Background: an optimization exercise with open tools, aiming at small area, a short achievable clock period and few clock cycles per item. Do not read the settings as production practice. In this exercise RTL edits were held to simulation tests only and were not proved equivalent to the original.

// epoch_seconds_to_date
module epoch_seconds_to_date (
    input  logic        i_clk,
    input  logic        i_rst_n,
    input  logic        start,
    output logic        busy,
    input  logic [31:0] i_epoch_seconds,
    output logic        o_done,
    output logic [11:0] o_year,
    output logic [3:0]  o_month,
    output logic [4:0]  o_day,
    output logic [4:0]  o_hour,
    output logic [5:0]  o_minute,
    output logic [5:0]  o_second
);
make LEC_CHECK=0 CAP_MARGIN=20 CORE_MARGIN=2 CORE_UTILIZATION=40 CTS_BUF_LIST='sky130_fd_sc_hd__clkbuf_8 sky130_fd_sc_hd__clkbuf_16' CTS_CLUSTER_DIAMETER=120 CTS_CLUSTER_SIZE=24 SETUP_SLACK_MARGIN=4.45 SLEW_MARGIN=20 SYNTH_HIERARCHICAL=1 finish   # period 7.0 ns
run.sh (not shown) runs the stock make flow with config.mk's settings and CLKGATE_MAP_FILE= SYNTH_SCRIPT=/design/flow/synth_recipe.tcl, a recipe that flattens the netlist after the stock synthesis.
The starting point finished with timing, DRC and antenna clean.
Testbench counts at the start, summed over its fixed seeds: cycles 16,056, items 16,000.
Change:
--- a/flow/config.mk
+++ b/flow/config.mk
@@ -12,3 +12,3 @@
 export CTS_CLUSTER_DIAMETER = 120
-export CTS_CLUSTER_SIZE = 24
+export CTS_CLUSTER_SIZE = 30
 export SETUP_SLACK_MARGIN = 4.45
=> The changed run ran to the end with no violations; die area is unchanged; sequential cell count stays the same; area after synthesis is unchanged; non-clock buffer count came out higher by 4; register-to-register slack barely changes; worst setup slack degrades by 3.7 ps.

---

epoch_seconds_to_date, a different RTL version from the one above (not shown whole).
Size in the first run: about 1000 cells after synthesis, about 13000 um2 of cells after synthesis.
export LEC_CHECK = 0
export CAP_MARGIN = 20
export CORE_MARGIN = 2
export CORE_UTILIZATION = 55
export CTS_BUF_LIST = sky130_fd_sc_hd__clkbuf_16
export CTS_CLUSTER_DIAMETER = 100
export CTS_CLUSTER_SIZE = 20
export PLACE_DENSITY = 0.7
export SETUP_SLACK_MARGIN = 4.45
export SLEW_MARGIN = 20
export SYNTH_HIERARCHICAL = 1
create_clock -name core_clock -period 7.0 [get_ports {i_clk}]
Testbench counts at the start, summed over its fixed seeds: cycles 16,056, items 16,000.
Next try:
- ABC_CLOCK_PERIOD_IN_PS: unset -> 2400
- CORE_UTILIZATION: 55 -> 40
- CTS_BUF_LIST: sky130_fd_sc_hd__clkbuf_16 -> sky130_fd_sc_hd__clkbuf_8 sky130_fd_sc_hd__clkbuf_16
- CTS_CLUSTER_DIAMETER: 100 -> 120
- CTS_CLUSTER_SIZE: 20 -> 30
- PLACE_DENSITY: 0.7 -> unset
Outcome:
- The changed run finished clean
- clock skew hardly moves
- global-route usage goes down by 4.1 points
- hold slack is better by 8.3 ps
- register-to-register slack is about the same
Next try:
- ABC_CLOCK_PERIOD_IN_PS: 2400 -> unset
- CORE_UTILIZATION: 40 -> 55
- CTS_CLUSTER_DIAMETER: 120 -> 80
- CTS_CLUSTER_SIZE: 30 -> 16
- PLACE_DENSITY: unset -> 0.7
Result:
- global-route usage goes up by 3.9 points
Next try:
- CORE_UTILIZATION: 55 -> 40
- CTS_CLUSTER_DIAMETER: 80 -> 120
- CTS_CLUSTER_SIZE: 16 -> 30
- PLACE_DENSITY: 0.7 -> 0.75
Result: The changed run went through all stages and came out clean; final cell count increases by a little under a tenth; routed wire length increases slightly; worst hold slack gets better by 8.1 ps; critical path depth stays the same; worst setup slack gets worse by 41 ps; design area decreases slightly; via count decreases slightly.

---

run 1:
Another version of the RTL of epoch_seconds_to_date (not shown whole).
Size in the first run: ~1100 cells after synthesis, roughly 340 flip-flops, about 75 I/O pins.
==> flow/design.v (excerpt) <==
module epoch_seconds_to_date (
    input  logic        i_clk,
    input  logic        i_rst_n,
    input  logic        start,
    output logic        busy,
    input  logic [31:0] i_epoch_seconds,
    output logic        o_done,
    output logic [11:0] o_year,
    output logic [3:0]  o_month,
    output logic [4:0]  o_day,
    output logic [4:0]  o_hour,
    output logic [5:0]  o_minute,
    output logic [5:0]  o_second
);
export LEC_CHECK = 0
export CAP_MARGIN = 20
export CORE_MARGIN = 2
export CORE_UTILIZATION = 40
export CTS_BUF_LIST = sky130_fd_sc_hd__clkbuf_8 sky130_fd_sc_hd__clkbuf_16
export CTS_CLUSTER_DIAMETER = 120
export CTS_CLUSTER_SIZE = 24
export SETUP_SLACK_MARGIN = 4.45
export SLEW_MARGIN = 20
export SYNTH_HIERARCHICAL = 1
create_clock -name core_clock -period 7.0 [get_ports {i_clk}]
Testbench counts of run 1, summed over its fixed seeds: cycles 16,056, items 16,000.
[inputs] run 2 vs run 1
- CTS_CLUSTER_SIZE no longer set, was 24
- ABC_AREA now 1, previously not set
- CTS_BUF_LIST now sky130_fd_sc_hd__clkbuf_4 sky130_fd_sc_hd__clkbuf_8, was sky130_fd_sc_hd__clkbuf_8 sky130_fd_sc_hd__clkbuf_16
- CTS_CLUSTER_DIAMETER no longer set, was 120
## What came out
For the post-route worst setup slack, run 2 came in 0.026 ns lower than run 1 did.
Cells: run 2 has more instances than run 1
Row worst-margin pin slew: run 2 higher / run 1 lower
Looking at slowest cell on the critical path, the sky130_fd_sc_hd__dfxtp_1 result is from run 1; the sky130_fd_sc_hd__fa_1 one comes from run 2.
#### Input delta (run 3 over run 2)
- ABC_AREA removed (was 1)
- SETUP_SLACK_MARGIN changed from 4.45 to 4.7
==> comparison <==
- Diff run 2 -> run 3: share of layout cells above drive strength 1 went up, wire length has decreased, cell count lost about 10%.
- When run 3 is measured against run 2, its maximum fanout encountered on the critical timing path turns out 2 higher.
Relative to run 3, the following input files were edited for run 4:
- SETUP_SLACK_MARGIN: 4.7 -> 3.5
--- outcome ---
- Post-layout worst setup margin in run 4 is 0.55 ns lower than in run 3
- [compare] base=run 3 new=run 4: share of layout cells above drive strength 1 -18 points; routing usage on met2 -1.8 points; share of the clock period used by the worst path after layout +7.9 points.
- When run 4 is measured against run 3, its summed area of non-filler cells in the final layout turns out 6.1% lower.
- Per the comparison of run 4 with run 3, logic depth of the worst path, buffers included rose 8.
Here is what was changed in the inputs of run 5 compared with run 4.
- CTS_BUF_LIST: sky130_fd_sc_hd__clkbuf_4 sky130_fd_sc_hd__clkbuf_8 -> sky130_fd_sc_hd__clkbuf_2 sky130_fd_sc_hd__clkbuf_4
- SETUP_SLACK_MARGIN: 3.5 -> 4.45
- CTS_CLUSTER_SIZE: unset -> 20
### Flow results
Looking at kind of critical path, the flop to flop result is from run 4; the flop to output port one comes from run 5.
Going from run 4 to run 5, post-placement worst setup slack decreased by 0.071 ns relative to the old numbers, worst setup slack now larger, detailed-route vias per instance stayed essentially flat.
For run 5, the critical path capture point was o_month[2], unlike run 4, where it was r7_312.
Run 5 ends up with lower time the final worst path needs with I/O delays and setup than run 4 does.
Higher share of the core filled with cells among run 5 and run 4: run 4
The post-route clock period utilization in run 5 sits 6.5 points below the value recorded for run 4.

---

epoch_seconds_to_date with an RTL version that a note above also has.
Size in the first run: about 1000 cells after synthesis, ~330 flip-flops, about 75 I/O pins.
export LEC_CHECK = 0
export CAP_MARGIN = 20
export CORE_MARGIN = 2
export CORE_UTILIZATION = 55
export CTS_BUF_LIST = sky130_fd_sc_hd__clkbuf_8 sky130_fd_sc_hd__clkbuf_16
export CTS_CLUSTER_DIAMETER = 120
export CTS_CLUSTER_SIZE = 30
export PLACE_DENSITY = 0.7
export SETUP_SLACK_MARGIN = 4.6
export SLEW_MARGIN = 20
export SYNTH_HIERARCHICAL = 1
create_clock -name core_clock -period 7.0 [get_ports {i_clk}]
Testbench counts at the start, summed over its fixed seeds: cycles 16,056, items 16,000.
Then changed:
--- a/flow/config.mk
+++ b/flow/config.mk
@@ -10 +10 @@
-export CORE_UTILIZATION = 55
+export CORE_UTILIZATION = 40
@@ -14,2 +14 @@
-export PLACE_DENSITY = 0.7
-export SETUP_SLACK_MARGIN = 4.6
+export SETUP_SLACK_MARGIN = 4.3
=> Clock-buffer cell count does not change. Routed wire length went up by 1.8%. Worst setup slack got worse by 0.12 ns.
Then changed:
--- a/flow/config.mk
+++ b/flow/config.mk
@@ -10 +10 @@
-export CORE_UTILIZATION = 40
+export CORE_UTILIZATION = 55
@@ -14 +14,4 @@
-export SETUP_SLACK_MARGIN = 4.3
+export GPL_ROUTABILITY_DRIVEN = 0
+export GPL_TIMING_DRIVEN = 1
+export PLACE_DENSITY = 0.7
+export SETUP_SLACK_MARGIN = 4.45
Result: Design area is about the same; utilization climbs by 17 points; setup slack gains 0.13 ns; die area came out lower by a quarter to a third; first-iteration DRC count came out lower by about a fifth; non-clock buffer count rises by 5; worst hold slack stays flat; clock skew came out higher by 0.0040 ns; flip-flop and latch count is unchanged; maximum frequency came out higher by a few percent; via count came out higher by a few percent.
Then changed:
==> flow/flow/run.sh (new file) <==
#!/bin/bash
# The standard layout (standard.sh, unchanged synthesis and steps), with
# one difference: the buffers that the standard flow puts on every input and
# output port are made of sky130_fd_sc_hd__buf_1 instead of the delay buffer
# clkdlybuf4s50_1 that buffer_ports picks by default.  Every port still gets
# its own buffer; timing repair may resize them as usual.
set -euo pipefail
export BUFFER_PORTS_ARGS="-buffer_cell sky130_fd_sc_hd__buf_1"
export SETUP_REPAIR_SEQUENCE="unbuffer,sizedown,sizeup,swap"
bash standard.sh finish > standard.log 2>&1
==> flow/standard.sh (new file) <==
#!/bin/bash
# synth_recipe.tcl (not shown) runs the flow's synth.tcl, then flattens the netlist and writes it again
# the make line also repeats each setting of config.mk as NAME=value (left out here)
make -C /OpenROAD-flow-scripts/flow DESIGN_CONFIG=/design/flow/config.mk WORK_HOME=/design/flow/orfs CLKGATE_MAP_FILE= SYNTH_SCRIPT=/design/flow/synth_recipe.tcl "${@:-finish}"
--- a/flow/config.mk
+++ b/flow/config.mk
@@ -14,2 +13,0 @@
-export GPL_ROUTABILITY_DRIVEN = 0
-export GPL_TIMING_DRIVEN = 1
removed: flow/run.sh
After rerunning: The changed run produced a clean layout; hold slack hardly moves; global-route usage rose by 0.11 points; sequential share of layout area goes up by 1.1 points; first-iteration DRC count is lower by 12%; final area went down by 2.4%; clock skew falls by 0.0074 ns; die area does not change; wire length grows by 0.68%.
Then changed:
==> flow/run.sh (new file) <==
#!/bin/bash
# synth_recipe.tcl (not shown) runs the flow's synth.tcl, then flattens the netlist and writes it again
# the make line also repeats each setting of config.mk as NAME=value (left out here)
make -C /OpenROAD-flow-scripts/flow DESIGN_CONFIG=/design/flow/config.mk WORK_HOME=/design/flow/orfs CLKGATE_MAP_FILE= SYNTH_SCRIPT=/design/flow/synth_recipe.tcl finish
--- a/flow/config.mk
+++ b/flow/config.mk
@@ -10 +10 @@
-export CORE_UTILIZATION = 55
+export CORE_UTILIZATION = 40
@@ -14 +13,0 @@
-export PLACE_DENSITY = 0.7
removed: flow/flow/run.sh
removed: flow/standard.sh
Synthesized area is unchanged.
Routed wire length increases by 3.1%.
Register-to-register slack hardly moves.
Die area grows by 36%.
Global-route usage came out lower by 3.8 points.
Sequential share of layout area falls by 1.6 points.
Maximum frequency barely changes.
Non-clock buffer count goes down by 9.

## static timing again, ports no longer ideal
How much do the figures lean on ideal ports? The routed layouts below were timed once more, with nothing changed but the port constraints.
Step 1 assumes that a clkbuf_16 drives the clock port and a buf_2 every other input.
Step 2, shift: input delay + t, output delay - t, t = (earliest + latest rising clock arrival at the registers) / 2. This alone moves slack from input paths to output paths.
Three values: no drivers, after step 1, after step 2; two values: the first two.
run | t, ns | slack for setup (ns) | worst setup path at the end
the first run of note 1 | 0.551 | 4.483 / 4.458 / 4.483 | register to register
the second run of note 1 | 0.543 | 4.479 / 4.462 / 4.479 | register to register
the first run of note 2 | 0.554 | 4.473 / 4.469 / 4.377 | input to register
the second run of note 2 | 0.536 | 4.479 / 4.474 / 4.354 | input to register
the third run of note 2 | 0.563 | 4.456 / 4.455 / 4.385 | input to register
the fourth run of note 2 | 0.533 | 4.415 / 4.415 / 4.380 | input to register
run 1 | 0.544 | 4.513 / 4.464 / 4.476 | input to register
run 2 | 0.665 | 4.487 / 4.484 / 4.478 | input to register
run 3 | 0.670 | 4.520 / 4.488 / 4.493 | input to register
run 4 | 0.650 | 3.969 / 3.969 / 3.969 | register to register
run 5 | 0.772 | 4.422 / 4.381 / 4.470 | input to register
the first run of note 4 | 0.534 | 4.488 / 4.488 / 4.415 | input to register
the second run of note 4 | 0.536 | 4.367 / 4.367 / 4.367 | register to register
the third run of note 4 | 0.532 | 4.496 / 4.466 / 4.397 | input to register
the fourth run of note 4 | 0.529 | 4.481 / 4.481 / 4.481 | register to register
the fifth run of note 4 | 0.536 | 4.479 / 4.474 / 4.354 | input to register
After both steps every run listed still meets setup and hold.
